From an optimization exercise on the open Yosys and OpenROAD flow, aimed at small area; shortcuts taken in it are not production practice.
In this exercise RTL edits were held to simulation tests only and were not proved equivalent to the original.
Power is estimated from default activity; no workload was simulated.

## flow/config.mk

```make
export PLATFORM = sky130hd
export DESIGN_NAME = random_map_writer
export DESIGN_NICKNAME = random_map_writer
export VERILOG_FILES = /design/flow/design.v
export SDC_FILE = /design/flow/constraint.sdc
export NUM_CORES = 4
export LEC_CHECK = 0
export CAP_MARGIN = 20
export CORE_MARGIN = 2
export CORE_UTILIZATION = 40
export CTS_BUF_LIST = sky130_fd_sc_hd__clkbuf_8
export GPL_TIMING_DRIVEN = 0
export SLEW_MARGIN = 20
```

## flow/constraint.sdc

```tcl
create_clock -name core_clock -period 5.0 [get_ports {clk}]
set_input_delay 1.0000 -clock core_clock [delete_from_list [all_inputs] [get_ports {clk}]]
set_output_delay 1.0000 -clock core_clock [all_outputs]
set_load 0.01 [all_outputs]
```

## flow/design.v

```verilog
`timescale 1ns/1ps
module random_map_writer (
    input  logic        clk,
    input  logic        rst,
    input  logic        start,
    input  logic [15:0] seed,
    input  logic [4:0]  density,
    input  logic [4:0]  rd_x,
    input  logic [4:0]  rd_y,
    output logic        rd_occ,
    output logic        busy,
    output logic        done,
    output logic [9:0]  occ_count
);
    logic [9:0]  idx;
    logic [15:0] lfsr;
    logic [4:0]  dcur, dprev;
    logic        start_accept, cell_bit, row_start, seed_zero;
    logic [15:0] cp0;
    logic [15:0] cp1;
    logic [15:0] cp2;
    logic [15:0] pend;   
    assign start_accept = !busy && !done && start;
    assign cell_bit     = dcur[4] || (lfsr[3:0] < dcur[3:0]);
    assign row_start    = (idx[7:0] == '0);
    assign seed_zero    = (seed == 16'h0000);
    always_ff @(posedge clk) begin
        if (rst) begin
            busy      <= 1'b0;
            done      <= 1'b0;
            idx       <= '0;
            dcur      <= '0;
            dprev     <= '0;
            occ_count <= '0;
        end else if (start_accept) begin
            busy      <= 1'b1;
            idx       <= '0;
            dprev     <= dcur;
            dcur      <= (density > 5'd16) ? 5'd16 : density;
            occ_count <= '0;
        end else if (busy) begin
            idx       <= idx + 1'b1;
            occ_count <= occ_count + 10'(cell_bit);
            if (idx == 10'd767) begin
                busy <= 1'b0;
                done <= 1'b1;
            end
        end else begin
            done <= 1'b0;
        end
    end
    always_ff @(posedge clk) begin
        if (busy)
            lfsr <= {lfsr[14:0], lfsr[15] ^ lfsr[13] ^ lfsr[12] ^ lfsr[10]};
        else
            lfsr <= seed | (seed_zero ? 16'hACE1 : 16'h0000);
    end
    logic [15:0] dlfsr;
    assign dlfsr[0] = lfsr[0] ^ lfsr[2] ^ lfsr[3] ^ lfsr[4] ^ lfsr[5] ^ lfsr[7] ^ lfsr[8] ^ lfsr[10] ^ lfsr[11] ^ lfsr[12] ^ lfsr[13] ^ lfsr[15];
    assign dlfsr[1] = lfsr[5] ^ lfsr[9] ^ lfsr[11] ^ lfsr[15];
    assign dlfsr[2] = lfsr[10] ^ lfsr[12] ^ lfsr[13] ^ lfsr[15];
    assign dlfsr[3] = lfsr[15];
    assign dlfsr[4] = lfsr[0] ^ lfsr[1] ^ lfsr[3] ^ lfsr[8] ^ lfsr[10] ^ lfsr[14];
    assign dlfsr[5] = lfsr[0] ^ lfsr[1] ^ lfsr[2] ^ lfsr[3] ^ lfsr[4] ^ lfsr[9] ^ lfsr[15];
    assign dlfsr[6] = lfsr[0] ^ lfsr[2] ^ lfsr[5] ^ lfsr[6] ^ lfsr[7] ^ lfsr[8] ^ lfsr[9] ^ lfsr[10] ^ lfsr[12] ^ lfsr[13] ^ lfsr[14];
    assign dlfsr[7] = lfsr[3] ^ lfsr[6] ^ lfsr[7] ^ lfsr[13];
    assign dlfsr[8] = lfsr[1] ^ lfsr[3] ^ lfsr[5] ^ lfsr[7] ^ lfsr[8] ^ lfsr[9] ^ lfsr[10] ^ lfsr[11] ^ lfsr[12] ^ lfsr[13] ^ lfsr[15];
    assign dlfsr[9] = lfsr[0] ^ lfsr[2] ^ lfsr[6] ^ lfsr[7] ^ lfsr[14];
    assign dlfsr[10] = lfsr[1] ^ lfsr[5] ^ lfsr[6] ^ lfsr[9] ^ lfsr[10] ^ lfsr[11] ^ lfsr[15];
    assign dlfsr[11] = lfsr[2] ^ lfsr[4] ^ lfsr[5] ^ lfsr[7] ^ lfsr[8] ^ lfsr[12] ^ lfsr[15];
    assign dlfsr[12] = lfsr[4] ^ lfsr[6] ^ lfsr[8] ^ lfsr[9] ^ lfsr[11] ^ lfsr[13];
    assign dlfsr[13] = lfsr[0] ^ lfsr[2] ^ lfsr[4] ^ lfsr[6] ^ lfsr[8] ^ lfsr[9] ^ lfsr[10] ^ lfsr[11] ^ lfsr[13] ^ lfsr[14];
    assign dlfsr[14] = lfsr[2] ^ lfsr[3] ^ lfsr[4] ^ lfsr[5] ^ lfsr[10] ^ lfsr[11] ^ lfsr[12];
    assign dlfsr[15] = lfsr[0] ^ lfsr[1] ^ lfsr[2] ^ lfsr[3] ^ lfsr[5] ^ lfsr[7] ^ lfsr[8] ^ lfsr[14];
    logic [1:0] prow;
    logic [9:0] idxm1;
    assign idxm1 = idx - 1'b1;
    assign prow  = idxm1[9:8];
    always_ff @(posedge clk) begin
        if (busy && row_start)
            pend <= dlfsr;
        if ((busy && row_start) || done) begin
            case (prow)
                0: cp0 <= pend;
                1: cp1 <= pend;
                2: cp2 <= pend;
                default: ;
            endcase
        end
    end
    logic [9:0]  k;
    logic        valid, cur, use_pend;
    logic [1:0] rrow;
    logic [7:0] roff;
    logic [3:0] grp;
    logic [15:0] base;
    assign k        = {rd_y, rd_x};
    assign valid    = !(rd_y[4] && rd_y[3]);
    assign rrow     = k[9:8];
    assign roff     = k[7:0];
    assign grp      = k[7:4];
    assign use_pend = (rrow == prow) && ((idx[7:0] == '0) || (roff < idx[7:0]));
    assign cur      = (idx != '0) && ((rrow < prow) || use_pend);
    always_comb begin
        case (rrow)
            0: base = cp0;
            1: base = cp1;
            2: base = cp2;
            default: base = cp2;
        endcase
        if (use_pend) base = pend;
    end
    logic [30:0] dq;
    assign dq[0] = base[15];
    assign dq[1] = base[14];
    assign dq[2] = base[13];
    assign dq[3] = base[12];
    assign dq[4] = base[11];
    assign dq[5] = base[10];
    assign dq[6] = base[9];
    assign dq[7] = base[8];
    assign dq[8] = base[7];
    assign dq[9] = base[6];
    assign dq[10] = base[5];
    assign dq[11] = base[4];
    assign dq[12] = base[3];
    assign dq[13] = base[2];
    assign dq[14] = base[1];
    assign dq[15] = base[0];
    assign dq[16] = base[10] ^ base[12] ^ base[13] ^ base[15];
    assign dq[17] = base[9] ^ base[11] ^ base[12] ^ base[14];
    assign dq[18] = base[8] ^ base[10] ^ base[11] ^ base[13];
    assign dq[19] = base[7] ^ base[9] ^ base[10] ^ base[12];
    assign dq[20] = base[6] ^ base[8] ^ base[9] ^ base[11];
    assign dq[21] = base[5] ^ base[7] ^ base[8] ^ base[10];
    assign dq[22] = base[4] ^ base[6] ^ base[7] ^ base[9];
    assign dq[23] = base[3] ^ base[5] ^ base[6] ^ base[8];
    assign dq[24] = base[2] ^ base[4] ^ base[5] ^ base[7];
    assign dq[25] = base[1] ^ base[3] ^ base[4] ^ base[6];
    assign dq[26] = base[0] ^ base[2] ^ base[3] ^ base[5];
    assign dq[27] = base[1] ^ base[2] ^ base[4] ^ base[10] ^ base[12] ^ base[13] ^ base[15];
    assign dq[28] = base[0] ^ base[1] ^ base[3] ^ base[9] ^ base[11] ^ base[12] ^ base[14];
    assign dq[29] = base[0] ^ base[2] ^ base[8] ^ base[11] ^ base[12] ^ base[15];
    assign dq[30] = base[1] ^ base[7] ^ base[11] ^ base[12] ^ base[13] ^ base[14] ^ base[15];
    logic [30:0] dsh;
    assign dsh = dq >> grp;
    logic [15:0] jumped;
    assign jumped[0] = dsh[15];
    assign jumped[1] = dsh[14];
    assign jumped[2] = dsh[13];
    assign jumped[3] = dsh[12];
    assign jumped[4] = dsh[11];
    assign jumped[5] = dsh[10];
    assign jumped[6] = dsh[9];
    assign jumped[7] = dsh[8];
    assign jumped[8] = dsh[7];
    assign jumped[9] = dsh[6];
    assign jumped[10] = dsh[5];
    assign jumped[11] = dsh[4];
    assign jumped[12] = dsh[3];
    assign jumped[13] = dsh[2];
    assign jumped[14] = dsh[1];
    assign jumped[15] = dsh[0];
    logic [15:0] pv;
    logic [3:0]  px;
    logic        psel, pen;
    always_ff @(posedge clk) begin
        pv   <= jumped;
        px   <= rd_x[3:0];
        psel <= cur && !start_accept;
        pen  <= valid && !rst;
    end
    logic [18:0] wv;
    assign wv[0] = pv[0] ^ pv[3] ^ pv[5] ^ pv[8];
    assign wv[1] = pv[1] ^ pv[2] ^ pv[3] ^ pv[9] ^ pv[11] ^ pv[13];
    assign wv[2] = pv[1] ^ pv[4] ^ pv[8] ^ pv[10] ^ pv[11] ^ pv[13];
    assign wv[3] = pv[1] ^ pv[5] ^ pv[6] ^ pv[7] ^ pv[9] ^ pv[10] ^ pv[11];
    assign wv[4] = pv[2];
    assign wv[5] = pv[0] ^ pv[2] ^ pv[3] ^ pv[6] ^ pv[9] ^ pv[10] ^ pv[12] ^ pv[15];
    assign wv[6] = pv[0] ^ pv[1] ^ pv[2] ^ pv[3] ^ pv[5] ^ pv[6] ^ pv[7] ^ pv[8] ^ pv[12] ^ pv[13];
    assign wv[7] = pv[1] ^ pv[4] ^ pv[6] ^ pv[7] ^ pv[8] ^ pv[10] ^ pv[11] ^ pv[13] ^ pv[15];
    assign wv[8] = pv[0] ^ pv[4] ^ pv[5] ^ pv[9] ^ pv[10] ^ pv[11] ^ pv[13] ^ pv[15];
    assign wv[9] = pv[0] ^ pv[1] ^ pv[3] ^ pv[4] ^ pv[5] ^ pv[10] ^ pv[11] ^ pv[12] ^ pv[15];
    assign wv[10] = pv[3] ^ pv[7] ^ pv[9] ^ pv[11] ^ pv[13] ^ pv[14];
    assign wv[11] = pv[1] ^ pv[4] ^ pv[8] ^ pv[9] ^ pv[10] ^ pv[11] ^ pv[13] ^ pv[15];
    assign wv[12] = pv[3] ^ pv[7] ^ pv[8] ^ pv[10] ^ pv[11];
    assign wv[13] = pv[0] ^ pv[1] ^ pv[4] ^ pv[5] ^ pv[7] ^ pv[11] ^ pv[15];
    assign wv[14] = pv[2] ^ pv[3] ^ pv[4] ^ pv[5] ^ pv[7] ^ pv[10] ^ pv[14] ^ pv[15];
    assign wv[15] = pv[0] ^ pv[1] ^ pv[2] ^ pv[4] ^ pv[5] ^ pv[6] ^ pv[7] ^ pv[9] ^ pv[11] ^ pv[12] ^ pv[14] ^ pv[15];
    assign wv[16] = pv[2] ^ pv[4] ^ pv[7] ^ pv[10] ^ pv[12] ^ pv[13] ^ pv[15];
    assign wv[17] = pv[0] ^ pv[1] ^ pv[2] ^ pv[8] ^ pv[10] ^ pv[12];
    assign wv[18] = pv[0] ^ pv[3] ^ pv[7] ^ pv[9] ^ pv[10] ^ pv[12];
    logic [18:0] ws;
    assign ws = wv >> px;
    logic [3:0] nib;
    assign nib = {ws[0], ws[1], ws[2], ws[3]};
    logic [4:0] pd;
    assign pd = psel ? dcur : dprev;
    logic [3:0] lt;
    assign lt[0] = pd[0] & ~nib[0];
    assign lt[1] = pd[1] ? (~nib[1] | lt[0]) : (~nib[1] & lt[0]);
    assign lt[2] = pd[2] ? (~nib[2] | lt[1]) : (~nib[2] & lt[1]);
    assign lt[3] = pd[3] ? (~nib[3] | lt[2]) : (~nib[3] & lt[2]);
    assign rd_occ = pen && (pd[4] || lt[3]);
endmodule
```

## flow/flow/run.sh

```bash
#!/bin/bash
# The standard layout, with one change: every port still gets its own
# buffer, but a plain buf_2 instead of the delay buffer that buffer_ports
# picks by default (that cell adds about 0.5 ns to each input and output path).
set -euo pipefail
export BUFFER_PORTS_ARGS="-buffer_cell sky130_fd_sc_hd__buf_2"
bash standard.sh > standard.log 2>&1
```

## flow/standard.sh

```bash
#!/bin/bash
# synth_recipe.tcl (not shown) runs the flow's synth.tcl, then flattens the netlist and writes it again
# the make line also repeats each setting of config.mk as NAME=value (left out here)
make -C /OpenROAD-flow-scripts/flow DESIGN_CONFIG=/design/flow/config.mk WORK_HOME=/design/flow/orfs CLKGATE_MAP_FILE= SYNTH_SCRIPT=/design/flow/synth_recipe.tcl "${@:-finish}"
```

==> results of run 1 <==
## worst paths after layout
| kind | from | endpoint | slack, ns | cells past startpoint |
|---|---|---|---|---|
| min | lfsr[15]$_DFF_P_ | pend[3]$_DFFE_PP_ | 0.44 | 0 |
| max reg2reg | idx[0]$_SDFFE_PP0P_ | pv[13]$_DFF_P_ | 1.08 | 14 |
| min reg2reg | lfsr[15]$_DFF_P_ | pend[3]$_DFFE_PP_ | 0.44 | 0 |
| max | pv[1]$_DFF_P_ | rd_occ | 0.39 | 11 |
## metal layers
layer | global-route usage (%) | vias to the layer above | routed length [µm]
met3 | 3.14 | 25 | 1050
met4 | 5.58 | 0 | 393
met1 | 27.0 | 3220 | 10600
li1 | - | 3208 | -
met2 | 30.2 | 203 | 10500
met5 | 0 | - | 0
## power by group through the flow
stage | logic, W | clock network (W) | registers (W)
floorplan | 0.00238 | 0 | 0.00143
global placement | 0.00300 | 0 | 0.00149
detailed placement | 0.00298 | 0 | 0.00149
CTS | 0.00300 | 0.00103 | 0.00147
global route | 0.00327 | 0.00107 | 0.00149
finish | 0.00305 | 0.00101 | 0.00147
## cell usage after synthesis, types with 16 or more instances
| cell type | count |
|---|---|
| xnor3_1 | 16 |
| xor2_1 | 39 |
| mux4_2 | 38 |
| a21oi_1 | 29 |
| clkbuf_1 | 30 |
| xnor2_1 | 131 |
| nand2_1 | 70 |
| nor2_1 | 53 |
| inv_1 | 29 |
| dfxtp_1 | 70 |
| edfxtp_1 | 64 |
| ha_1 | 16 |
| mux2_2 | 22 |
| mux2i_1 | 42 |
## registers in the layout (all words and copies together), names as in the netlist, 4 cells and up
signal,cells
px,4
cp0,16
cp1,16
pv,16
pend,16
dcur,5
lfsr,16
occ_count,10
cp2,16
idx,10
dprev,5
## logic make-up after synthesis
family	count (synthesis)
buf+inv	81
xor+xnor	198
compound gates	126
fa+ha+maj	16
mux	108
simple gates	184
flops	134
## placed cells by master, fill, tap and decap left out, types with 13 or more instances in the layout
cell / netlist / routed
xnor2_1: 131 / 131
nand2_1: 70 / 70
dfxtp_1: 70 / 70
edfxtp_1: 64 / 64
buf_2: 9 / 54
nor2_1: 53 / 51
mux2i_1: 42 / 42
xor2_1: 39 / 39
mux4_2: 38 / 38
inv_1: 29 / 31
clkbuf_1: 30 / 30
a21oi_1: 29 / 29
mux2_2: 22 / 22
clkbuf_8: 0 / 18
xnor3_1: 16 / 16
ha_1: 16 / 16
a211oi_1: 13 / 13
## layout make-up
cell class                 instances  area, µm²
sequential                       134       3320
clock buffer                      18        248
fill                            2164      12300
inverter                          31        116
buffer                            50        248
tap                              313        392
multi-input combinational        632       5690
clock inverter                    13        181
timing repair buffer              47        240
## critical path: cells and delay by family (launching register included)
kind            cells  cell delay, ns
simple gates        1            0.22
mux                 1            0.49
flops               1            0.33
compound gates      4            0.71
xor+xnor            3            1.07
buf+inv             2            0.35
## stage by stage
step,total power [W],instance area (µm²),instances,utilization (%)
2_1_floorplan,0.00381,9370,847,-
3_3_place_gp,0.00449,9980,1205,43.8
3_5_place_dp,0.00448,10000,1207,44.0
4_1_cts,0.00550,10400,1238,45.8
5_1_grt,0.00583,10400,1238,45.8
6_report,0.00552,10400,1238,45.8
==> impl_metrics.tcl, run 1 <==
set metrics [dict create \
    clock-sinks 134 \
    final.setup.tns_ns 0 \
    async_flop_share_pct 0 \
    dr_total_vias 6656 \
    skew_ns 0.0241 \
    post_cts_buffers 0 \
    synth_top_family_by_area "XOR/XNOR gates" \
    routabilityCongestion 0.929 \
    fin_ws_ns 0.390 \
    firstDrtPassIters 5 \
    p_leak_nw 3.93 \
    path_cells "buf_2 > xor2_1 > xnor3_2 > xnor2_1 > mux4_2 > o21ai_1 > o221ai_1 > a31oi_1 > a211oi_1 > nor3_1 > buf_2" \
    area_growth_pct 11.5 \
    syn_inst 847 \
    drt_iter0_drc 529 \
    antenna_found_initial 0 \
    fp.dieW_um 157 \
    cap_violations 0 \
    slew_viol_final 0 \
    ys_seq_area_share_pct 35.5 \
    grt_pass1_wl_um 36400 \
    synth-main-ff-cell "dfxtp_1" \
    synth_area_leaders "edfxtp_1 21%, dfxtp_1 15%, xnor2_1 12%" \
    timing.final.crit_share_pct 92.2 \
    critPathCaptureType "primary output" \
    drc_errors 0 \
    dp_hpwl_um 17300 \
    fmax_ghz 0.217 \
    wirelength_um 22500 \
    crit_type "reg -> out" \
    worst_ep_arrival_time_ns 3.61 \
    hold_slack_ns 0.441 \
    power_frac_seq_pct 26.5 \
    core_area_mm2 0.0228 \
    fin_crit_ns 4.61 \
    min_path_type "reg -> reg" \
    yosysWarnings 1 \
    path_clk_slew_ns 0.10 \
    root_buffer "clkbuf_8" \
    ir_drop_v 0.000262 \
    viasPerCell 5.38 \
    synth_xor_area_share_pct 22.4 \
    switching_share_pct 39.0 \
    portBuffers 45 \
    crit_fanout 5 \
    crit_slowest_cell "xnor3_2" \
    cts_made_buffers 17 \
    start_util_pct 41.1 \
    status "finished clean" \
    combPwrFrac_pct 55.2 \
    synth_compound_gate_area_share_pct 9.85 \
    grt_max_degree 18 \
    crit_top_cell "buf_2" \
    synth-simple-area-share_pct 8.91 \
    drive_gt1_share_pct 19.8 \
    insertion_delay_ns 0.44 \
    relSlewSlack_pct 44.8 \
    tightestPinTransition_ns 0.827 \
    synth_fa_ha_area_share_pct 2.14 \
    startpoint_type "flop" \
    cts_resized 0 \
    core.rowCount 55 \
    die_h_um 157 \
    grtUsageTotal_pct 19.1 \
    synth_seq_cells 134 \
    diodes 0 \
    place_ws_ns 0.829 \
    p_int_w 0.00337 \
    ios 47 \
    cts_htree_levels 4 \
    setup_viol 0 \
    critPathMaxStageDelay_ns 0.55 \
    p_sw_w 0.00215 \
    grt_pass1_vias 6586 \
    finalHoldViolCount 0 \
    synth_edf_count 64 \
    antenna_left 0 \
    final_nets 963 \
    die-area_mm2 0.0247 \
    syn_avg_cell_area_um2 11.1 \
    tritoncts "built" \
    syn_area_mm2 0.00937 \
    netlist-cell-type-count 70 \
    crit_required_ns 4.00 \
    ctsHoldBuffers 0 \
    synth_top_cell_by_area "edfxtp_1" \
    p_per_area_mw_per_mm2 529 \
    grt-ovfl-total 0 \
    rsz0062_at_grt "no" \
    synth_mux_area_share_pct 17.3 \
    wl_per_cell_um 18.2 \
    clock_power_share_pct 18.3 \
    clock_path_buffers 2 \
    syn_nets 897 \
    synth_top_area_share_pct 20.5 \
]
==> inputs of run 2 (changes only) <==
==> flow/flow/run.sh (replaced) <==
#!/bin/bash
# The standard layout, with one change: every port still gets its own
# buffer, but a plain buf_1 instead of the delay buffer that buffer_ports
# picks by default (that cell adds about 0.5 ns to each input and output path).
set -euo pipefail
export BUFFER_PORTS_ARGS="-buffer_cell sky130_fd_sc_hd__buf_1"
bash standard.sh > standard.log 2>&1
--- a/flow/config.mk
+++ b/flow/config.mk
@@ -8,5 +8,5 @@
 export CAP_MARGIN = 20
 export CORE_MARGIN = 2
-export CORE_UTILIZATION = 40
+export CORE_UTILIZATION = 50
 export CTS_BUF_LIST = sky130_fd_sc_hd__clkbuf_8
 export GPL_TIMING_DRIVEN = 0
==> impl_metrics.tcl, run 2 <==
set metrics [dict create \
    status "finished clean" \
    multi_input_area_mm2 0.00569 \
    core.rowCount 50 \
    p_int_w 0.00323 \
    ios 47 \
    cap_violations 0 \
    syn_inst 847 \
    drt_iter0_drc 604 \
    final_cell_mix "131 x xnor2_1, 70 x nand2_1, 70 x dfxtp_1" \
    yosysMostFrequentCell "xnor2_1" \
    layoutNonFillerInstCount 1160 \
    p_per_area_mw_per_mm2 531 \
    worst-r2r-setup-slack_ns 1.12 \
    ys_top_cells_by_count "131 x xnor2_1, 70 x dfxtp_1, 70 x nand2_1" \
    critPathMaxStageDelay_ns 0.52 \
    portBuffers 45 \
    fmax_ghz 0.217 \
    p_sw_w 0.00221 \
    tritoncts "built" \
    final-seq-area_mm2 0.00332 \
    timing.final.crit_share_pct 92.2 \
    clock_power_share_pct 17.1 \
    post_cts_buffers 0 \
    setup_viol 0 \
    tightestPinTransition_ns 0.899 \
    ctsHoldBuffers 0 \
    area_growth_pct 9.62 \
    combPwrFrac_pct 55.9 \
    worst_ep_arrival_time_ns 3.61 \
    yosysWarnings 1 \
    crit_fanout 4 \
    netlist-cell-type-count 70 \
    syn_nets 897 \
    crit_type "reg -> out" \
    crit_required_ns 4.00 \
    grt_pass1_vias 6770 \
    die_h_um 141 \
    ys_seq_area_share_pct 35.5 \
    hold_slack_ns 0.438 \
    start_util_pct 50.6 \
    rsz0062_at_grt "no" \
    cts_resized 0 \
    async_flop_share_pct 0 \
    die-area_mm2 0.0198 \
    final.setup.tns_ns 0 \
    wl_per_cell_um 20.1 \
    startpoint_type "flop" \
    diodes 0 \
    clock_path_buffers 2 \
    skew_ns 0.0148 \
    synth_edf_count 64 \
    relSlewSlack_pct 40.0 \
    layout_commonest_cell "xnor2_1" \
    num-fill-cells 1661 \
    dr_total_vias 6879 \
    syn_avg_cell_area_um2 11.1 \
    clock-sinks 134 \
    core_area_mm2 0.0185 \
    root_buffer "clkbuf_8" \
    insertion_delay_ns 0.45 \
    drc_errors 0 \
    grtUsageTotal_pct 24.2 \
    path_cells "xnor3_1 > xor2_1 > xnor2_1 > mux4_2 > o211ai_1 > nand4_1 > a31oi_1 > a211oi_1 > nor3_1 > buf_1" \
    finalHoldViolCount 0 \
    dp_hpwl_um 18000 \
    synth_top_area_share_pct 20.5 \
    fin_crit_ns 4.61 \
    firstDrtPassIters 5 \
    synth_area_leaders "edfxtp_1 21%, dfxtp_1 15%, xnor2_1 12%" \
    grt_max_degree 18 \
    ir_drop_v 0.000248 \
    p_leak_nw 3.76 \
    power.total_w 0.00545 \
    slew_viol_final 0 \
    cts_made_buffers 17 \
    grt_pass1_wl_um 37200 \
    wirelength_um 23300 \
    min_path_type "reg -> reg" \
    synth_seq_cells 134 \
    synth_top_cell_by_area "edfxtp_1" \
    switching_share_pct 40.6 \
    antenna_found_initial 0 \
    syn_area_mm2 0.00937 \
    critPathCaptureType "primary output" \
    routabilityCongestion 0.974 \
    dp.cells 1128 \
    final_nets 963 \
    antenna_left 0 \
    grt-ovfl-total 0 \
    synth-main-ff-cell "dfxtp_1" \
    drive_gt1_share_pct 15.2 \
    cts_htree_levels 4 \
    power_frac_seq_pct 27.0 \
    fp.dieW_um 141 \
    viasPerCell 5.93 \
    crit_slowest_cell "mux4_2" \
    path_clk_slew_ns 0.09 \
]
==> run 2: cell counts after synthesis <==
Identical to the previous run, type by type.
==> run 2: layout make-up <==
class,instances,share of cell area (%)
Multi-Input combinational cell,632,55.5
Sequential cell,134,32.4
Tap cell,234,2.85
Buffer,50,2.41
Clock buffer,17,2.28
Timing Repair Buffer,47,1.79
Clock inverter,15,1.71
Inverter,31,1.13
==> run 2: per-stage QoR <==
stage / worst slack [ns] / utilization (%) / instance area [µm²]
floorplan: 1.31 / - / 9370
global placement: 0.483 / 53.1 / 9830
detailed placement: 0.688 / 53.2 / 9860
CTS: 0.416 / 55.4 / 10300
global route: 0.0911 / 55.4 / 10300
finish: 0.392 / 55.4 / 10300
==> run 2: final timing paths <==
kind | depth (start not counted) | end | startpoint
setup reg to reg | 14 | pv[13]$_DFF_P_ | idx[0]$_SDFFE_PP0P_
setup / recovery | 10 | rd_occ | pv[4]$_DFF_P_
hold / removal | 0 | pend[3]$_DFFE_PP_ | lfsr[15]$_DFF_P_
hold reg to reg | 0 | pend[3]$_DFFE_PP_ | lfsr[15]$_DFF_P_
==> run 2: worst max-delay path: cells and delay by family, from the launching register on <==
kind,cells,cell delay (ns)
DFF,1,0.46
AOI/OAI and AO/OA,3,0.68
xor gates and xnor gates,3,0.95
and+or+nand+nor,2,0.37
buffers and inverters,1,0.18
muxes,1,0.52
==> run 2: cells by family after synthesis <==
| logic type | Yosys count | synth area share (%) |
|---|---|---|
| simple gates | 184 | 8.91 |
| flops | 134 | 35.5 |
| fa+ha+maj | 16 | 2.14 |
| buf+inv | 81 | 3.89 |
| mux | 108 | 17.3 |
| xor+xnor | 198 | 22.4 |
| compound gates | 126 | 9.85 |
==> run 2: routing by layer <==
metal  wire (µm)  track usage (%)
met1       10700             34.1
met2       10600             37.6
met3        1430             4.72
met4         586             8.53
met5           0                0
==> run 2: power groups by stage <==
stage               combinational (W)  sequential, W  clock [W]
floorplan                     0.00238        0.00143          0
global placement              0.00299        0.00149          0
detailed placement            0.00298        0.00149          0
CTS                           0.00300        0.00147   0.000950
global route                  0.00326        0.00149   0.000993
finish                        0.00305        0.00147   0.000932
==> inputs of run 3 (changes only) <==
--- a/flow/config.mk
+++ b/flow/config.mk
@@ -8,5 +8,5 @@
 export CAP_MARGIN = 20
 export CORE_MARGIN = 2
-export CORE_UTILIZATION = 50
+export CORE_UTILIZATION = 40
 export CTS_BUF_LIST = sky130_fd_sc_hd__clkbuf_8
 export GPL_TIMING_DRIVEN = 0
==> impl_metrics.tcl, run 3 <==
set metrics [dict create \
    dr_total_vias 6615 \
    die_h_um 157 \
    tritoncts "built" \
    ir_drop_v 0.000299 \
    crit_fanout 5 \
    grtUsageTotal_pct 19.0 \
    fp.dieW_um 157 \
    startpoint_type "flop" \
    final_cell_mix "130 x xnor2_1, 70 x nand2_1, 70 x dfxtp_1" \
    rsz0062_at_grt "no" \
    synth_top_cell_by_area "edfxtp_1" \
    worst_ep_arrival_time_ns 3.59 \
    relSlewSlack_pct 44.1 \
    final_nets 963 \
    slew_viol_final 0 \
    synth_area_leaders "edfxtp_1 21%, dfxtp_1 15%, xnor2_1 12%" \
    cts_htree_levels 4 \
    syn_area_mm2 0.00937 \
    antenna_found_initial 0 \
    tightestPinTransition_ns 0.837 \
    core_area_mm2 0.0228 \
    drc_errors 0 \
    yosysWarnings 1 \
    crit_required_ns 4.00 \
    final_core_util_pct 45.4 \
    fin_crit_ns 4.59 \
    clock_path_buffers 2 \
    setup_viol 0 \
    status "finished clean" \
    grt_pass1_wl_um 36300 \
    timing.final.crit_share_pct 91.7 \
    portBuffers 45 \
    finalHoldViolCount 0 \
    ys_top_cells_by_count "131 x xnor2_1, 70 x dfxtp_1, 70 x nand2_1" \
    grt_max_degree 18 \
    syn_inst 847 \
    layout_commonest_cell "xnor2_1" \
    ys_seq_area_share_pct 35.5 \
    netlist-cell-type-count 70 \
    critPathCaptureType "primary output" \
    synth-main-ff-cell "dfxtp_1" \
    cts_made_buffers 17 \
    clock-sinks 134 \
    insertion_delay_ns 0.45 \
    yosysMostFrequentCell "xnor2_1" \
    viasPerCell 5.34 \
    cap_violations 0 \
    grt-ovfl-total 0 \
    drt_iter0_drc 579 \
    final.setup.tns_ns 0 \
    wl_per_cell_um 18.0 \
    routabilityCongestion 0.935 \
    hold_slack_ns 0.436 \
    dp_hpwl_um 17400 \
    core.rowCount 55 \
    p_per_area_mw_per_mm2 524 \
    p_leak_nw 3.75 \
    path_clk_slew_ns 0.09 \
    post_cts_buffers 0 \
    grt_pass1_vias 6547 \
    synth_top_area_share_pct 20.5 \
    skew_ns 0.0220 \
    area_growth_pct 10.4 \
    start_util_pct 41.1 \
    diodes 0 \
    antenna_left 0 \
    synth_edf_count 64 \
    synth_seq_cells 134 \
    power.total_w 0.00541 \
    crit_type "reg -> out" \
    die-area_mm2 0.0247 \
    syn_nets 897 \
    root_buffer "clkbuf_8" \
    ios 47 \
    firstDrtPassIters 5 \
    min_path_type "reg -> reg" \
    async_flop_share_pct 0 \
    syn_avg_cell_area_um2 11.1 \
    drive_gt1_share_pct 15.3 \
    wirelength_um 22300 \
    fmax_ghz 0.218 \
]
==> run 3: logic make-up (layout without fill, tap and decap cells) <==
logic type | count (synthesis) | count (layout) | synth area share, %
AO/OA/AOI/OAI | 126 | 126 | 9.85
XOR/XNOR | 198 | 198 | 22.4
adder cells (fa/ha/maj) | 16 | 16 | 2.14
buffers and inverters | 81 | 160 | 3.89
flip-flops | 134 | 134 | 35.5
multiplexers | 108 | 108 | 17.3
AND/OR/NAND/NOR | 184 | 184 | 8.91
==> run 3: worst paths after layout <==
check | end | start | slack [ns] | cells after the start
max reg2reg | pv[13]$_DFF_P_ | idx[0]$_SDFFE_PP0P_ | 1.06 | 14
min reg2reg | pend[3]$_DFFE_PP_ | lfsr[15]$_DFF_P_ | 0.44 | 0
min | pend[3]$_DFFE_PP_ | lfsr[15]$_DFF_P_ | 0.44 | 0
max | rd_occ | pv[1]$_DFF_P_ | 0.41 | 11
==> run 3: repair_timing <==
action                                  CTS  global route
endpoints found under the hold margin     0             0
hold buffers                              0             0
gates resized for setup                   0             1
endpoints found under the setup margin    0             1
==> run 3: metal layers <==
| layer | up-vias | track usage (%) | share of wire [%] |
|---|---|---|---|
| met3 | 36 | 2.97 | 4.2 |
| met1 | 3200 | 26.1 | 47 |
| met4 | 0 | 6.19 | 1.7 |
| li1 | 3206 | - | - |
| met5 | - | 0 | 0 |
| met2 | 173 | 30.9 | 47 |
==> run 3: area by class of cell <==
type	instances	area (µm²)
inverters	31	116
fillers	2184	12400
multi-input cells	632	5700
clock buffers	17	234
well taps	313	392
clock inverters	15	140
plain buffers	50	248
repair buffers	47	184
flip-flops and latches	134	3320
==> run 3: critical path, stage by stage, from the launching register on <==
cell,delay (ns)
dfxtp_1,0.34
buf_2,0.19
xor2_1,0.29
xnor3_2,0.55
xnor2_1,0.21
mux4_2,0.51
o21ai_1,0.13
o221ai_1,0.15
a31oi_1,0.25
a211oi_1,0.10
nor3_1,0.23
buf_1,0.18
==> run 3: metrics by stage <==
stage	setup slack (ns)	cells	cell area, µm²
6_report	0.413	1239	10300
5_1_grt	0.0867	1239	10300
4_1_cts	0.356	1239	10300
3_5_place_dp	0.716	1207	9960
3_3_place_gp	0.504	1205	9930
2_1_floorplan	1.31	847	9370
==> run 3: report_power, final <==
group | leakage, nW | switching [W] | internal [W]
Sequential | 1.16 | 0.000154 | 0.00131
Combinational | 2.40 | 0.00156 | 0.00151
Clock | 0.190 | 0.000469 | 0.000402
Total | 3.75 | 0.00219 | 0.00323
==> inputs of run 4 (changes only) <==
--- a/flow/config.mk
+++ b/flow/config.mk
@@ -6,8 +6,8 @@
 export NUM_CORES = 4
 export LEC_CHECK = 0
-export CAP_MARGIN = 20
+export CAP_MARGIN = 0
 export CORE_MARGIN = 2
 export CORE_UTILIZATION = 40
 export CTS_BUF_LIST = sky130_fd_sc_hd__clkbuf_8
 export GPL_TIMING_DRIVEN = 0
-export SLEW_MARGIN = 20
+export SLEW_MARGIN = 0
==> impl_metrics.tcl, run 4 <==
set metrics [dict create \
    p_int_w 0.00318 \
    p_leak_nw 3.74 \
    synth_mux_area_share_pct 17.3 \
    wl_per_cell_um 18.0 \
    core.rowCount 55 \
    timing.final.crit_share_pct 92.5 \
    wirelength_um 22300 \
    syn_inst 847 \
    crit_type "reg -> out" \
    syn_avg_cell_area_um2 11.1 \
    yosysWarnings 1 \
    fp.dieW_um 157 \
    rsz0062_at_grt "no" \
    drc_errors 0 \
    worst_ep_arrival_time_ns 3.62 \
    finalHoldViolCount 0 \
    synth-simple-area-share_pct 8.91 \
    min_path_type "reg -> reg" \
    p_per_area_mw_per_mm2 519 \
    grt_pass1_vias 6553 \
    skew_ns 0.0235 \
    tightestPinTransition_ns 1.28 \
    ctsHoldBuffers 0 \
    viasPerCell 5.36 \
    clock_path_buffers 2 \
    routabilityCongestion 0.935 \
    ys_top_cells_by_count "131 x xnor2_1, 70 x dfxtp_1, 70 x nand2_1" \
    setup_viol 0 \
    synth_compound_gate_area_share_pct 9.85 \
    dp_hpwl_um 17300 \
    clock_power_share_pct 15.9 \
    final_nets 963 \
    cts_resized 0 \
    worst-r2r-setup-slack_ns 1.02 \
    grtUsageTotal_pct 18.9 \
    layoutNonFillerInstCount 1239 \
    post_cts_buffers 0 \
    start_util_pct 41.1 \
    area_growth_pct 10.4 \
    synth_top_family_by_area "XOR/XNOR gates" \
    async_flop_share_pct 0 \
    ios 47 \
    syn_nets 897 \
    insertion_delay_ns 0.46 \
    fmax_ghz 0.216 \
    power_frac_seq_pct 27.3 \
    grt_max_degree 18 \
    portBuffers 45 \
    synth_area_leaders "edfxtp_1 21%, dfxtp_1 15%, xnor2_1 12%" \
    drt_iter0_drc 539 \
    synth_seq_cells 134 \
    combPwrFrac_pct 56.7 \
    grtUsageMet3_pct 3.61 \
    place_ws_ns 0.703 \
    crit_required_ns 4.00 \
    yosysMostFrequentCell "xnor2_1" \
    startpoint_type "flop" \
    grt_pass1_wl_um 36100 \
    crit_fanout 5 \
    gr-usage-met1_pct 25.9 \
    synth_top_cell_by_area "edfxtp_1" \
    cts_made_buffers 17 \
    final.setup.tns_ns 0 \
    core_area_mm2 0.0228 \
    firstDrtPassIters 5 \
    synth_top_area_share_pct 20.5 \
    die_h_um 157 \
    diodes 0 \
    top_usage_layer "met2" \
    fin_crit_ns 4.62 \
    clock-sinks 134 \
    cts_htree_levels 4 \
    critPathCaptureType "primary output" \
    path_clk_slew_ns 0.09 \
    antenna_left 0 \
    grt-ovfl-total 0 \
    cap_violations 0 \
    antenna_found_initial 0 \
    synth-main-ff-cell "dfxtp_1" \
    slew_viol_final 0 \
    ir_drop_v 0.000309 \
    tritoncts "built" \
    syn_area_mm2 0.00937 \
    dp.cells 1207 \
    dr_total_vias 6643 \
    die-area_mm2 0.0247 \
    relSlewSlack_pct 14.2 \
    fin_ws_ns 0.377 \
    synth_xor_area_share_pct 22.4 \
    switching_share_pct 40.8 \
    synth_edf_count 64 \
    final_cell_mix "131 x xnor2_1, 70 x nand2_1, 70 x dfxtp_1" \
    status "finished clean" \
    use_met2_pct 30.2 \
    layout_commonest_cell "xnor2_1" \
    root_buffer "clkbuf_8" \
    synth_fa_ha_area_share_pct 2.14 \
    netlist-cell-type-count 70 \
    ys_seq_area_share_pct 35.5 \
    p_sw_w 0.00219 \
    drive_gt1_share_pct 15.1 \
]
## run 4: cell counts after synthesis
Identical to the previous run, type by type.
## run 4: worst max-delay path, cell delays in order (launching register included)
cell	delay, ns
dfxtp_1	0.43
xor3_1	0.57
xor2_1	0.21
xnor2_1	0.42
a2111oi_0	0.19
nor4_1	0.46
nand4_1	0.18
a31oi_1	0.20
a211oi_1	0.10
nor3_1	0.22
buf_1	0.17
## run 4: cell type report
class	count	area (µm²)
Fill cell	2169	12400
Multi-Input combinational cell	632	5690
Sequential cell	134	3320
Tap cell	313	392
Buffer	50	248
Clock buffer	17	234
Timing Repair Buffer	47	191
Clock inverter	15	140
Inverter	31	116
## run 4: final timing paths
path / from / to / cells past startpoint
worst max-delay path: pv[0]$_DFF_P_ / rd_occ / 10
worst min-delay path: lfsr[15]$_DFF_P_ / pend[3]$_DFFE_PP_ / 0
worst max register to register: idx[0]$_SDFFE_PP0P_ / pv[13]$_DFF_P_ / 14
worst min register to register: lfsr[15]$_DFF_P_ / pend[3]$_DFFE_PP_ / 0
## run 4: cell families (layout without fill, tap and decap cells)
logic type	after synthesis	after routing
xor+xnor	198	198
simple gates	184	184
flops	134	134
compound gates	126	126
mux	108	108
buf+inv	81	160
fa+ha+maj	16	16
## run 4: stage by stage
step           power, W  utilization, %  area [µm²]  hold slack, ns
3_5_place_dp    0.00448            43.7        9960           0.421
3_3_place_gp    0.00450            43.6        9930           0.408
4_1_cts         0.00535            45.4       10300           0.452
5_1_grt         0.00567            45.4       10300           0.459
6_report        0.00537            45.4       10300           0.446
2_1_floorplan   0.00381               -        9370           0.406
## run 4: power by group through the flow
stage	Clock, W	Combinational (W)	Sequential (W)
after CTS	0.000882	0.00300	0.00147
after detailed placement	0	0.00299	0.00149
after global placement	0	0.00301	0.00149
after floorplan	0	0.00238	0.00143
after global routing	0.000925	0.00326	0.00148
final	0.000855	0.00304	0.00147
## run 4: metal layers
metal / share of wire (%) / wire length [µm] / up-vias
li1: - / - / 3201
met1: 46 / 10200 / 3194
met2: 47 / 10500 / 220
met3: 5.6 / 1260 / 28
met4: 1.7 / 375 / 0
met5: 0 / 0 / -
==> inputs of run 5 (changes only) <==
==> flow/flow/run.sh (replaced) <==
#!/bin/bash
# The standard layout with two changes:
#  - every port still gets its own buffer, but a plain buf_1 instead of the
#    delay buffer that buffer_ports picks by default;
#  - synthesis maps the logic with flow/abc_map.script (an area-oriented ABC
#    script) in place of ORFS's abc_speed.script. Everything else in the ORFS
#    scripts is used unchanged, from a copy made here.
set -euo pipefail
export BUFFER_PORTS_ARGS="-buffer_cell sky130_fd_sc_hd__buf_1"
rm -rf scripts_local
cp -r "$FLOW_HOME/scripts" scripts_local
cp flow/abc_map.script scripts_local/abc_speed.script
export SCRIPTS_DIR="$PWD/scripts_local"
bash standard.sh > standard.log 2>&1
==> flow/flow/abc_map.script (new file) <==
strash
&get -n
&syn2
&dch -f
&nf
&put
topo
stime -c
dnsize -c
--- a/flow/config.mk
+++ b/flow/config.mk
@@ -6,8 +6,8 @@
 export NUM_CORES = 4
 export LEC_CHECK = 0
-export CAP_MARGIN = 0
+export CAP_MARGIN = 20
 export CORE_MARGIN = 2
 export CORE_UTILIZATION = 40
 export CTS_BUF_LIST = sky130_fd_sc_hd__clkbuf_8
 export GPL_TIMING_DRIVEN = 0
-export SLEW_MARGIN = 0
+export SLEW_MARGIN = 20
==> impl_metrics.tcl, run 5 <==
set metrics [dict create \
    synth_top_cell_by_area "edfxtp_1" \
    wirelength_um 16700 \
    grtUsageTotal_pct 16.9 \
    cts_htree_levels 4 \
    clock-sinks 134 \
    dr_wl_met3_um 530 \
    syn_area_mm2 0.00792 \
    synth_fa_ha_area_share_pct 2.78 \
    portBuffers 46 \
    syn_inst 756 \
    routabilityCongestion 0.825 \
    insertion_delay_ns 0.44 \
    die-area_mm2 0.0209 \
    grt_pass1_wl_um 27600 \
    die_h_um 145 \
    start_util_pct 40.7 \
    r2r-start "idx[7]$_SDFFE_PP0P_" \
    synth_top_family_by_area "XOR/XNOR gates" \
    tightestPinTransition_ns 0.803 \
    wl_per_cell_um 15.1 \
    final_core_util_pct 46.2 \
    min_path_type "reg -> reg" \
    drc_errors 0 \
    final_nets 878 \
    fmax_ghz 0.207 \
    fp.dieW_um 145 \
    firstDrtPassIters 5 \
    critPathCaptureType "primary output" \
    synth-main-ff-cell "dfxtp_1" \
    p_per_area_mw_per_mm2 566 \
    grt_pass1_vias 5394 \
    worst_ep_arrival_time_ns 3.82 \
    area_growth_pct 13.6 \
    syn_nets 806 \
    tritoncts "built" \
    diodes 0 \
    min_from "dprev[1]$_SDFFE_PP0P_" \
    slew_viol_final 0 \
    synth_mux_area_share_pct 13.4 \
    setup_viol 0 \
    grt_max_degree 35 \
    dp_hpwl_um 12700 \
    synth_compound_gate_area_share_pct 11.6 \
    ys_seq_area_share_pct 42.0 \
    yosysMostFrequentCell "xnor2_1" \
    yosysWarnings 1 \
    synth_top_area_share_pct 24.3 \
    relSlewSlack_pct 45.0 \
    layout_commonest_cell "xnor2_1" \
    final_cell_mix "93 x xnor2_1, 73 x nand2_1, 64 x edfxtp_1" \
    grt-ovfl-total 0 \
    syn_avg_cell_area_um2 10.5 \
    crit_fanout 4 \
    startpoint_type "flop" \
    dr_total_vias 5682 \
    drt_iter0_drc 360 \
    power.total_w 0.00509 \
    dr_wl_met2_um 7950 \
    hold_slack_ns 0.489 \
    routed.top_layer "met4" \
    ys_top_cells_by_count "95 x xnor2_1, 73 x nand2_1, 70 x dfxtp_1" \
    wl_met1_um 7960 \
    crit_required_ns 4.00 \
    crit_type "reg -> out" \
    path_clk_slew_ns 0.09 \
    num-fill-cells 1873 \
    ios 47 \
    clock_path_buffers 2 \
    ctsHoldBuffers 0 \
    synth_seq_cells 134 \
    synth_area_leaders "edfxtp_1 24%, dfxtp_1 18%, xnor2_1 11%" \
    skew_ns 0.0148 \
    core.rowCount 51 \
    ir_drop_v 0.000259 \
    p_leak_nw 3.30 \
    status "finished clean" \
    antenna_found_initial 0 \
    synth-simple-area-share_pct 9.42 \
    cts_made_buffers 17 \
    drive_gt1_share_pct 9.75 \
    timing.final.crit_share_pct 96.4 \
    netlist-cell-type-count 43 \
    async_flop_share_pct 0 \
    root_buffer "clkbuf_8" \
    synth_edf_count 64 \
    antenna_left 0 \
    viasPerCell 5.14 \
    finalHoldViolCount 0 \
    cp-startpoint "pv[4]$_DFF_P_" \
    core_area_mm2 0.0195 \
    cap_violations 0 \
    fin_crit_ns 4.82 \
    synth_xor_area_share_pct 19.7 \
]
[run 5: report_power, final]
| part | internal [W] | switching (W) |
|---|---|---|
| clock | 0.000419 | 0.000441 |
| sequential | 0.00134 | 0.000192 |
| combinational | 0.00132 | 0.00138 |
| total | 0.00308 | 0.00201 |
[run 5: kinds of logic (layout without fill, tap and decap cells)]
family	Yosys count	in the layout
buf+inv	24	109
mux	89	89
simple gates	176	176
xor+xnor	161	161
flops	134	134
fa+ha+maj	18	18
compound gates	154	154
[run 5: per-layer routing]
layer | GRT usage, % | vias up
met4 | 5.52 | 0
met2 | 27.6 | 110
met1 | 22.8 | 2665
met3 | 2.99 | 18
met5 | 0 | -
li1 | - | 2889
[run 5: critical path, stage by stage, from the launching register on]
cell and delay, ns:
dfxtp_1 0.45, xnor3_2 0.48, xnor2_1 0.23, xor2_1 0.23, nand2_1 0.08, o211ai_1 0.10
o21ai_0 0.15, mux4_2 0.52, maj3_1 0.35, maj3_1 0.35, a21oi_1 0.11, o21a_1 0.14
buf_1 0.19
[run 5: layout make-up]
class                           count  area (µm²)  share of cell area [%]
Sequential cell                   134        3340                    37.1
Timing Repair Buffer               53         249                    2.77
Multi-Input combinational cell    598        4600                    51.2
Inverter                           24        90.1                    1.00
Clock buffer                       18         248                    2.75
Tap cell                          265         332                    3.69
Clock inverter                     14         138                    1.53
[run 5: worst paths after layout]
| check | endpoint | depth (start not counted) | slack (ns) |
|---|---|---|---|
| max reg2reg | pv[3]$_DFF_P_ | 13 | 0.31 |
| min | dprev[1]$_SDFFE_PP0P_ | 1 | 0.49 |
| max | rd_occ | 12 | 0.18 |
| min reg2reg | dprev[1]$_SDFFE_PP0P_ | 1 | 0.49 |
[run 5: per-stage QoR]
stage	setup WS, ns	cells	instance area, µm²	TNS [ns]
after CTS	0.0418	1104	8900	0
after floorplan	0.574	756	7920	0
final	0.181	1106	9000	0
after global routing	-0.00520	1106	9000	-0.00520
after detailed placement	-1.05	1072	8490	-11.95
after global placement	-1.24	1067	8420	-37.45
[run 5: timing repair]
| action | 4_1_cts | 5_1_grt |
|---|---|---|
| endpoints found under the hold margin | 0 | 0 |
| pin swaps | 0 | 3 |
| buffers inserted | 0 | 2 |
| endpoints found under the setup margin | 15 | 7 |
| gates cloned | 0 | 0 |
| gates resized for setup | 7 | 22 |
==> inputs of run 6 (changes only) <==
==> flow/flow/abc_map.script (replaced) <==
strash
dc2
&get -n
&dch -f
&nf -R 1000
&put
topo
stime -c
dnsize -c
==> impl_metrics.tcl, run 6 <==
set metrics [dict create \
    ios 47 \
    crit_required_ns 4.00 \
    finalHoldViolCount 0 \
    synth_area_leaders "edfxtp_1 24%, dfxtp_1 18%, xnor2_1 14%" \
    layout_commonest_cell "xnor2_1" \
    final-seq-area_mm2 0.00332 \
    tightestPinTransition_ns 0.902 \
    drt_iter0_drc 348 \
    area_growth_pct 14.4 \
    wirelength_um 17300 \
    slew_viol_final 0 \
    die-area_mm2 0.0209 \
    timing.final.crit_share_pct 92.9 \
    dr_total_vias 5814 \
    final.setup.tns_ns 0 \
    final_nets 911 \
    reg2reg_depth 21 \
    critPathCaptureType "primary output" \
    crit_fanout 5 \
    grt_pass1_wl_um 28100 \
    grtUsageTotal_pct 17.2 \
    worst-r2r-setup-slack_ns 0.60 \
    dp.cells 1105 \
    place_ws_ns -1.13 \
    fmax_ghz 0.215 \
    relSlewSlack_pct 39.8 \
    insertion_delay_ns 0.44 \
    r2r-start "idx[1]$_SDFFE_PP0P_" \
    grt_max_degree 47 \
    wl_per_cell_um 15.2 \
    ys_top_cells_by_count "126 x xnor2_1, 77 x nor2_1, 70 x dfxtp_1" \
    synth_edf_count 64 \
    drc_errors 0 \
    cts_htree_levels 4 \
    synth-main-ff-cell "dfxtp_1" \
    grt-ovfl-total 0 \
    dp_hpwl_um 12900 \
    firstDrtPassIters 4 \
    core.rowCount 51 \
    portBuffers 46 \
    worstSetupEndpoint "rd_occ" \
    cts_made_buffers 17 \
    worst_ep_arrival_time_ns 3.64 \
    synth_seq_cells 134 \
    syn_nets 837 \
    netlist-cell-type-count 39 \
    skew_ns 0.0103 \
    reg2reg_to "pv[2]$_DFF_P_" \
    async_flop_share_pct 0 \
    antenna_left 0 \
    cap_violations 0 \
    fin_crit_ns 4.64 \
    diodes 0 \
    status "finished clean" \
    setup_viol 0 \
    antenna_found_initial 0 \
    num-fill-cells 1893 \
    hold_slack_ns 0.481 \
    path_clk_slew_ns 0.08 \
    ir_drop_v 0.000290 \
    grt_pass1_vias 5659 \
    fin_ws_ns 0.356 \
    syn_area_mm2 0.00791 \
    drive_gt1_share_pct 7.78 \
    multi_input_area_mm2 0.00461 \
    synth_top_cell_by_area "edfxtp_1" \
    cp-startpoint "pv[10]$_DFF_P_" \
    syn_inst 787 \
    die_h_um 145 \
    min_path_type "reg -> reg" \
    fp.dieW_um 145 \
    routabilityCongestion 0.840 \
    yosysMostFrequentCell "xnor2_1" \
    crit_type "reg -> out" \
    ys_seq_area_share_pct 42.0 \
    syn_avg_cell_area_um2 10.1 \
    viasPerCell 5.10 \
    root_buffer "clkbuf_8" \
    p_leak_nw 3.16 \
    yosysWarnings 1 \
    rsz0062_at_grt "no" \
    final_core_util_pct 46.5 \
    start_util_pct 40.6 \
    layoutNonFillerInstCount 1139 \
    clock-sinks 134 \
    final_cell_mix "126 x xnor2_1, 76 x nor2_1, 69 x dfxtp_1" \
    core_area_mm2 0.0195 \
    tritoncts "built" \
    startpoint_type "flop" \
    synth_top_area_share_pct 24.3 \
    p_per_area_mw_per_mm2 576 \
    clock_path_buffers 2 \
]
run 6: critical path, cell delays in order, from the launching register on:
cell and delay (ns):
dfxtp_1 0.55, xor2_2 0.39, xnor2_1 0.13, xnor2_1 0.16
xnor2_1 0.26, nor2_1 0.10, a21oi_1 0.20, mux4_2 0.28
nor2_1 0.04, nor2_1 0.08, o21ai_0 0.10, maj3_1 0.35
a21oi_1 0.11, o21ai_0 0.09, a21boi_0 0.19, buf_1 0.17
run 6: how the worst min path moves through the flow:
stage                          startpoint                    end  depth (start not counted)
floorplan           dprev[4]$_SDFFE_PP0P_  dprev[4]$_SDFFE_PP0P_                          1
finish              dprev[2]$_SDFFE_PP0P_  dprev[2]$_SDFFE_PP0P_                          1
CTS                 dprev[4]$_SDFFE_PP0P_  dprev[4]$_SDFFE_PP0P_                          1
global placement    dprev[0]$_SDFFE_PP0P_  dprev[0]$_SDFFE_PP0P_                          1
global route        dprev[1]$_SDFFE_PP0P_  dprev[1]$_SDFFE_PP0P_                          1
detailed placement  dprev[3]$_SDFFE_PP0P_  dprev[3]$_SDFFE_PP0P_                          1
run 6: what timing repair did:
action                                  4_1_cts  5_1_grt
endpoints found under the setup margin       15       16
setup buffers                                 0        1
gates resized for setup                      10       12
endpoints found under the hold margin         0        0
gates cloned                                  0        1
pin swaps                                     0        1
hold buffers                                  0        0
run 6: through the flow:
step / power, W / instance area, µm²
finish: 0.00521 / 9050
global route: 0.00557 / 9050
CTS: 0.00520 / 8950
detailed placement: 0.00427 / 8530
global placement: 0.00424 / 8420
floorplan: 0.00371 / 7910
run 6: cell families (layout without fill, tap and decap cells):
kind of cell	Yosys count	in the layout	share of synthesized area, %
and+or+nand+nor	178	179	9.77
adders and majority gates	17	17	2.66
DFF	134	134	42.0
buffers and inverters	24	110	1.14
muxes	71	71	10.7
AOI/OAI and AO/OA	169	169	12.3
xor gates and xnor gates	194	194	21.5
run 6: final cells by class:
cell class,instances,share of cell area [%]
clock buffers,18,2.74
clock inverters,14,1.69
inverters,24,0.996
multi-input cells,630,50.9
flip-flops and latches,134,36.7
well taps,265,3.66
repair buffers,54,3.24
run 6: power breakdown:
| group | leakage, nW | internal (W) | switching, W | total (W) |
|---|---|---|---|---|
| registers | 1.16 | 0.00136 | 0.000220 | 0.00158 |
| logic | 1.80 | 0.00132 | 0.00141 | 0.00273 |
| clock network | 0.197 | 0.000461 | 0.000436 | 0.000897 |
| total | 3.16 | 0.00314 | 0.00207 | 0.00521 |
run 6: per-layer routing:
| metal | part of all wire [%] | track usage, % | wire length, µm | vias up |
|---|---|---|---|---|
| met5 | 0 | 0 | 0 | - |
| met4 | 0.76 | 4.85 | 132 | 0 |
| met3 | 3.4 | 3.51 | 587 | 14 |
| met2 | 47 | 28.7 | 8160 | 91 |
| met1 | 49 | 22.8 | 8390 | 2730 |
| li1 | - | - | - | 2979 |
==> inputs of run 7 (changes only) <==
==> flow/flow/abc_map.script (replaced) <==
strash
dc2
&get -n
&dch -f
&nf
&put
topo
stime -c
dnsize -c
==> impl_metrics.tcl, run 7 <==
set metrics [dict create \
    dr_total_vias 5779 \
    hold_slack_ns 0.488 \
    drc_errors 0 \
    antenna_left 0 \
    p_int_w 0.00324 \
    drt_iter0_drc 409 \
    routabilityCongestion 0.819 \
    grt_pass1_wl_um 28700 \
    synth_seq_cells 134 \
    worst_ep_arrival_time_ns 5.05 \
    fin_crit_ns 4.72 \
    final.setup.tns_ns 0 \
    dp_hpwl_um 13100 \
    p_per_area_mw_per_mm2 601 \
    grt_max_degree 38 \
    layout_commonest_cell "xnor2_1" \
    cap_violations 0 \
    startpoint_type "input port" \
    start_util_pct 40.7 \
    synth_area_leaders "edfxtp_1 24%, dfxtp_1 18%, xnor2_1 13%" \
    num-fill-cells 1887 \
    min_path_type "reg -> reg" \
    tightestPinTransition_ns 0.863 \
    ios 47 \
    crit_fanout 7 \
    grt_pass1_vias 5520 \
    power_frac_seq_pct 29.4 \
    yosysWarnings 1 \
    post_dp_cell_area_mm2 0.00851 \
    synth_top_area_share_pct 24.2 \
    insertion_delay_ns 0.44 \
    final_core_util_pct 46.2 \
    core.rowCount 51 \
    drive_gt1_share_pct 6.77 \
    core_area_mm2 0.0195 \
    die-area_mm2 0.0210 \
    netlist-cell-type-count 42 \
    diodes 0 \
    path_cells "buf_1 > ha_1 > a21o_1 > a21o_1 > a21o_1 > a21o_1 > a21o_1 > a21o_1 > a21oi_1 > o211ai_1 > buf_4 > mux2i_2 > xor2_1 > xnor2_1 > mux2i_1 > o21ai_0 > mux2i_1 > a22oi_1" \
    fin_ws_ns 0.279 \
    finalHoldViolCount 0 \
    yosysMostFrequentCell "xnor2_1" \
    fp.dieW_um 145 \
    setup_viol 0 \
    tritoncts "built" \
    crit_slowest_cell "mux2i_2" \
    cts_htree_levels 4 \
    combPwrFrac_pct 52.9 \
    timing.final.crit_share_pct 94.4 \
    syn_inst 769 \
    p_sw_w 0.00217 \
    syn_area_mm2 0.00793 \
    wl_per_cell_um 15.5 \
    relSlewSlack_pct 42.4 \
    root_buffer "clkbuf_8" \
    ys_top_cells_by_count "118 x xnor2_1, 84 x nor2_1, 73 x xor2_1" \
    multi_input_area_mm2 0.00455 \
    grtUsageTotal_pct 17.5 \
    final_cell_mix "118 x xnor2_1, 83 x nor2_1, 72 x xor2_1" \
    critPathTopFamily "compound AO/OA/AOI/OAI gates" \
    p_leak_nw 3.27 \
    slew_viol_final 0 \
    clock_path_buffers 2 \
    area_growth_pct 13.4 \
    synth-main-ff-cell "dfxtp_1" \
    crit_top_cell "a21o_1" \
    ir_drop_v 0.000292 \
    fmax_ghz 0.212 \
    ys_seq_area_share_pct 41.9 \
    status "finished clean" \
    crit_buf_inv 2 \
    syn_avg_cell_area_um2 10.3 \
    critPathCaptureType "flop" \
    switching_share_pct 40.1 \
    critPathMaxStageDelay_ns 0.47 \
    synth_top_cell_by_area "edfxtp_1" \
    viasPerCell 5.15 \
    async_flop_share_pct 0 \
    grt-ovfl-total 0 \
    portBuffers 46 \
    antenna_found_initial 0 \
    final_nets 894 \
    clock_power_share_pct 17.7 \
    crit_required_ns 5.33 \
    path_clk_slew_ns 0.09 \
    die_h_um 145 \
    final-seq-area_mm2 0.00332 \
    postLayoutCellArea_mm2 0.00899 \
    crit_type "in -> reg" \
    ctsHoldBuffers 0 \
    place_ws_ns -0.496 \
    synth_edf_count 64 \
    wirelength_um 17400 \
    firstDrtPassIters 5 \
    cts_made_buffers 17 \
    clock-sinks 134 \
    skew_ns 0.0144 \
    syn_nets 819 \
]
-- run 7: path summary, 6_finish.rpt --
kind,start,to,slack (ns),cells after the start
worst min register to register,dprev[1]$_SDFFE_PP0P_,dprev[1]$_SDFFE_PP0P_,0.49,1
worst max register to register,idx[1]$_SDFFE_PP0P_,pv[0]$_DFF_P_,0.34,18
worst max-delay path,rd_x[1],pv[0]$_DFF_P_,0.28,18
worst min-delay path,dprev[1]$_SDFFE_PP0P_,dprev[1]$_SDFFE_PP0P_,0.49,1
-- run 7: cell families (layout without fill, tap and decap cells) --
logic type	Yosys count	after routing	share of synthesized area, %
multiplexers	84	84	11.9
buffers and inverters	22	110	1.04
flip-flops	134	134	41.9
AND/OR/NAND/NOR	167	167	9.14
adder cells (fa/ha/maj)	17	17	2.65
AO/OA/AOI/OAI	153	153	11.9
XOR/XNOR	192	192	21.4
-- run 7: layer usage --
metal	global-route usage [%]	part of all wire [%]	up-vias	routed length [µm]
met5	0	0	-	0
met4	4.60	0.66	0	114
met3	3.49	4.0	9	695
met2	27.7	47	115	8180
met1	24.6	48	2719	8390
li1	-	-	2936	-
-- run 7: what timing repair did --
action	4_1_cts	5_1_grt
pin swaps	0	1
endpoints found under the setup margin	1	16
endpoints found under the hold margin	0	0
cloned	0	0
buffers inserted	0	3
resized for setup	1	3
-- run 7: area by class of cell --
class	count	area share, %
clock buffer	17	2.60
clock inverter	15	2.13
inverter	22	0.919
multi-input combinational	613	50.7
sequential	134	37.0
tap	265	3.69
timing repair buffer	56	2.98
-- run 7: power groups by stage --
stage,clock network [W],registers [W],logic [W]
final,0.000956,0.00159,0.00286
after CTS,0.000982,0.00159,0.00285
after detailed placement,0,0.00161,0.00282
after global placement,0,0.00161,0.00280
after floorplan,0,0.00154,0.00230
after global routing,0.00103,0.00161,0.00314
-- run 7: metrics by stage --
| stage | total power [W] | std cells |
|---|---|---|
| after floorplan | 0.00383 | 769 |
| after global placement | 0.00441 | 1080 |
| after detailed placement | 0.00443 | 1087 |
| after CTS | 0.00541 | 1119 |
| after global routing | 0.00578 | 1122 |
| final | 0.00540 | 1122 |
==> inputs of run 8 (changes only) <==
--- a/flow/config.mk
+++ b/flow/config.mk
@@ -8,5 +8,5 @@
 export CAP_MARGIN = 20
 export CORE_MARGIN = 2
-export CORE_UTILIZATION = 40
+export CORE_UTILIZATION = 65
 export CTS_BUF_LIST = sky130_fd_sc_hd__clkbuf_8
 export GPL_TIMING_DRIVEN = 0
==> impl_metrics.tcl, run 8 <==
set metrics [dict create \
    status "finished clean" \
    r2r-start "idx[1]$_SDFFE_PP0P_" \
    tightestPinTransition_ns 0.857 \
    synth_top_area_share_pct 24.2 \
    ir_drop_v 0.000307 \
    die-area_mm2 0.0131 \
    yosysMostFrequentCell "xnor2_1" \
    cp-startpoint "rd_x[1]" \
    drt_iter0_drc 507 \
    fmax_ghz 0.209 \
    yosysWarnings 1 \
    fin_ws_ns 0.216 \
    p_per_area_mw_per_mm2 619 \
    antenna_found_initial 0 \
    crit_top_cell "a21o_1" \
    hold_slack_ns 0.491 \
    die_h_um 114 \
    grt_max_degree 38 \
    ios 47 \
    power.total_w 0.00550 \
    layout_commonest_cell "xnor2_1" \
    synth_seq_cells 134 \
    relSlewSlack_pct 42.8 \
    synth_top_cell_by_area "edfxtp_1" \
    crit_slowest_cell "mux4_2" \
    core_area_mm2 0.0120 \
    antenna_left 0 \
    start_util_pct 66.3 \
    finalHoldViolCount 0 \
    clock-sinks 134 \
    grtUsageTotal_pct 28.5 \
    drive_gt1_share_pct 7.16 \
    path_cells "buf_1 > ha_1 > a21o_1 > a21o_1 > a21o_1 > a21o_1 > a21o_1 > a21o_1 > a21oi_1 > o211ai_1 > buf_4 > buf_4 > buf_4 > mux2i_2 > xor2_1 > xnor2_1 > mux4_2 > a21oi_1 > a22oi_1" \
    firstDrtPassIters 5 \
    crit_buf_inv 4 \
    path_clk_slew_ns 0.07 \
    critPathTopFamily "compound AO/OA/AOI/OAI gates" \
    routabilityCongestion 0.933 \
    final-seq-area_mm2 0.00332 \
    dp.cells 969 \
    crit_type "in -> reg" \
    fp.dieW_um 114 \
    ctsHoldBuffers 0 \
    critPathMaxStageDelay_ns 0.51 \
    grt_pass1_wl_um 29100 \
    diodes 0 \
    crit_required_ns 5.30 \
    wl_per_cell_um 17.7 \
    ys_seq_area_share_pct 41.9 \
    layoutNonFillerInstCount 999 \
    num-fill-cells 849 \
    viasPerCell 6.08 \
    skew_ns 0.0156 \
    dr_total_vias 6073 \
    fin_crit_ns 4.78 \
    syn_avg_cell_area_um2 10.3 \
    final_cell_mix "115 x xnor2_1, 83 x nor2_1, 71 x xor2_1" \
    syn_nets 819 \
    portBuffers 46 \
    core.rowCount 40 \
    min_path_type "reg -> reg" \
    synth-main-ff-cell "dfxtp_1" \
    drc_errors 0 \
    syn_inst 769 \
    slew_viol_final 0 \
    area_growth_pct 12.2 \
    async_flop_share_pct 0 \
    synth_edf_count 64 \
    multi_input_area_mm2 0.00463 \
    final.setup.tns_ns 0 \
    grt-ovfl-total 0 \
    crit_fanout 6 \
    netlist-cell-type-count 42 \
    dp_hpwl_um 13000 \
    cts_htree_levels 4 \
    min_from "dprev[0]$_SDFFE_PP0P_" \
    place_ws_ns -0.497 \
    wirelength_um 17700 \
    tritoncts "built" \
    critPathCaptureType "flop" \
    setup_viol 0 \
    cts_made_buffers 17 \
    worst_ep_arrival_time_ns 5.09 \
    final_nets 891 \
    timing.final.crit_share_pct 95.7 \
    root_buffer "clkbuf_8" \
    ys_top_cells_by_count "118 x xnor2_1, 84 x nor2_1, 73 x xor2_1" \
    synth_area_leaders "edfxtp_1 24%, dfxtp_1 18%, xnor2_1 13%" \
    syn_area_mm2 0.00793 \
    clock_path_buffers 2 \
    grt_pass1_vias 5981 \
    p_leak_nw 3.27 \
    insertion_delay_ns 0.45 \
    cap_violations 0 \
    startpoint_type "input port" \
    rsz0062_at_grt "no" \
]
## run 8: cell types whose count changed in the layout (fill, tap and decap cells not counted), sizes merged
cell and delta:
clkbuf +6, inv -5, buf -4, clkinv -1
clkinvlp -1
## run 8: cell families after synthesis
kind of cell | synth area share, %
compound gates | 11.9
xor+xnor | 21.4
fa+ha+maj | 2.65
buf+inv | 1.04
flops | 41.9
mux | 11.9
simple gates | 9.14
## run 8: cell type report
| type | instances | share of cell area [%] |
|---|---|---|
| Clock inverter | 8 | 1.39 |
| Clock buffer | 22 | 3.41 |
| Tap cell | 147 | 2.07 |
| Timing Repair Buffer | 53 | 2.69 |
| Multi-Input combinational cell | 613 | 52.1 |
| Sequential cell | 134 | 37.4 |
| Inverter | 22 | 0.929 |
## run 8: worst paths after layout
path | to | slack, ns | depth (start not counted)
worst min register to register | dprev[0]$_SDFFE_PP0P_ | 0.49 | 1
worst max register to register | pv[4]$_DFF_P_ | 0.30 | 19
worst min-delay path | dprev[0]$_SDFFE_PP0P_ | 0.49 | 1
worst max-delay path | pv[4]$_DFF_P_ | 0.22 | 19
## run 8: power breakdown
part | switching, W | total [W] | leakage, nW | internal [W]
clock network | 0.000395 | 0.000948 | 0.224 | 0.000553
logic | 0.00156 | 0.00295 | 1.89 | 0.00139
registers | 0.000244 | 0.00161 | 1.16 | 0.00136
## run 8: routing by layer
| layer | GRT usage (%) | wire length [µm] | vias to the layer above |
|---|---|---|---|
| li1 | - | - | 2917 |
| met1 | 37.0 | 7910 | 2926 |
| met2 | 47.8 | 8570 | 187 |
| met3 | 5.82 | 847 | 43 |
| met4 | 9.59 | 350 | 0 |
| met5 | 0 | 0 | - |
## run 8: worst reg2reg max path, delay by kind of cell, from the launching register on
family / cells / cell delay [ns]
AO/OA/AOI/OAI: 10 / 1.71
multiplexers: 2 / 0.90
buffers and inverters: 4 / 0.71
XOR/XNOR: 2 / 0.52
flip-flops: 1 / 0.43
adder cells (fa/ha/maj): 1 / 0.29
## run 8: what timing repair did
action / CTS / global route
hold endpoints to repair: 0 / 0
setup buffers: 0 / 0
gates resized for setup: 1 / 15
endpoints found under the setup margin: 1 / 16
## run 8: metrics by stage
stage,utilization [%],area (µm²)
floorplan,-,7930
CTS,73.5,8790
global placement,69.2,8280
finish,74.3,8890
detailed placement,69.9,8360
global route,74.3,8890

port drivers added, routing unchanged:
The flow's constraints put no driver on any port. The routed layouts listed below were extracted and timed again, unchanged, in two steps. Step 1: set_driving_cell puts a clkbuf_16 on clk and a buf_2 on each other input, an assumption about the parent block. Step 2, shift: input delay + t, output delay - t, t = (earliest + latest rising clock arrival at the registers) / 2. This alone moves slack from input paths to output paths. a / b / c = ideal ports / drivers / drivers and shift; a / b = the first two.
run	shift t [ns]	slack for setup (ns)	worst register clock-pin slew, ns
run 1	0.471	0.390 / 0.347 / 0.789	0.10 / 0.10
run 2	0.488	0.392 / 0.351 / 0.622	0.09 / 0.09
run 3	0.481	0.413 / 0.376 / 0.633	0.09 / 0.09
run 4	0.488	0.377 / 0.337 / 0.653	0.10 / 0.10
run 5	0.467	0.181 / 0.143 / -0.256	0.09 / 0.09
run 6	0.473	0.356 / 0.318 / 0.030	0.08 / 0.08
run 7	0.473	0.279 / 0.300 / -0.173	0.09 / 0.09
run 8	0.478	0.216 / 0.226 / -0.253	0.08 / 0.08
Met with ideal ports but missed after step 2: setup timing in run 5, run 7 and run 8. The setup slack of run 8, which loses most, moves by +0.010 ns with the drivers and by -0.469 ns with both steps.
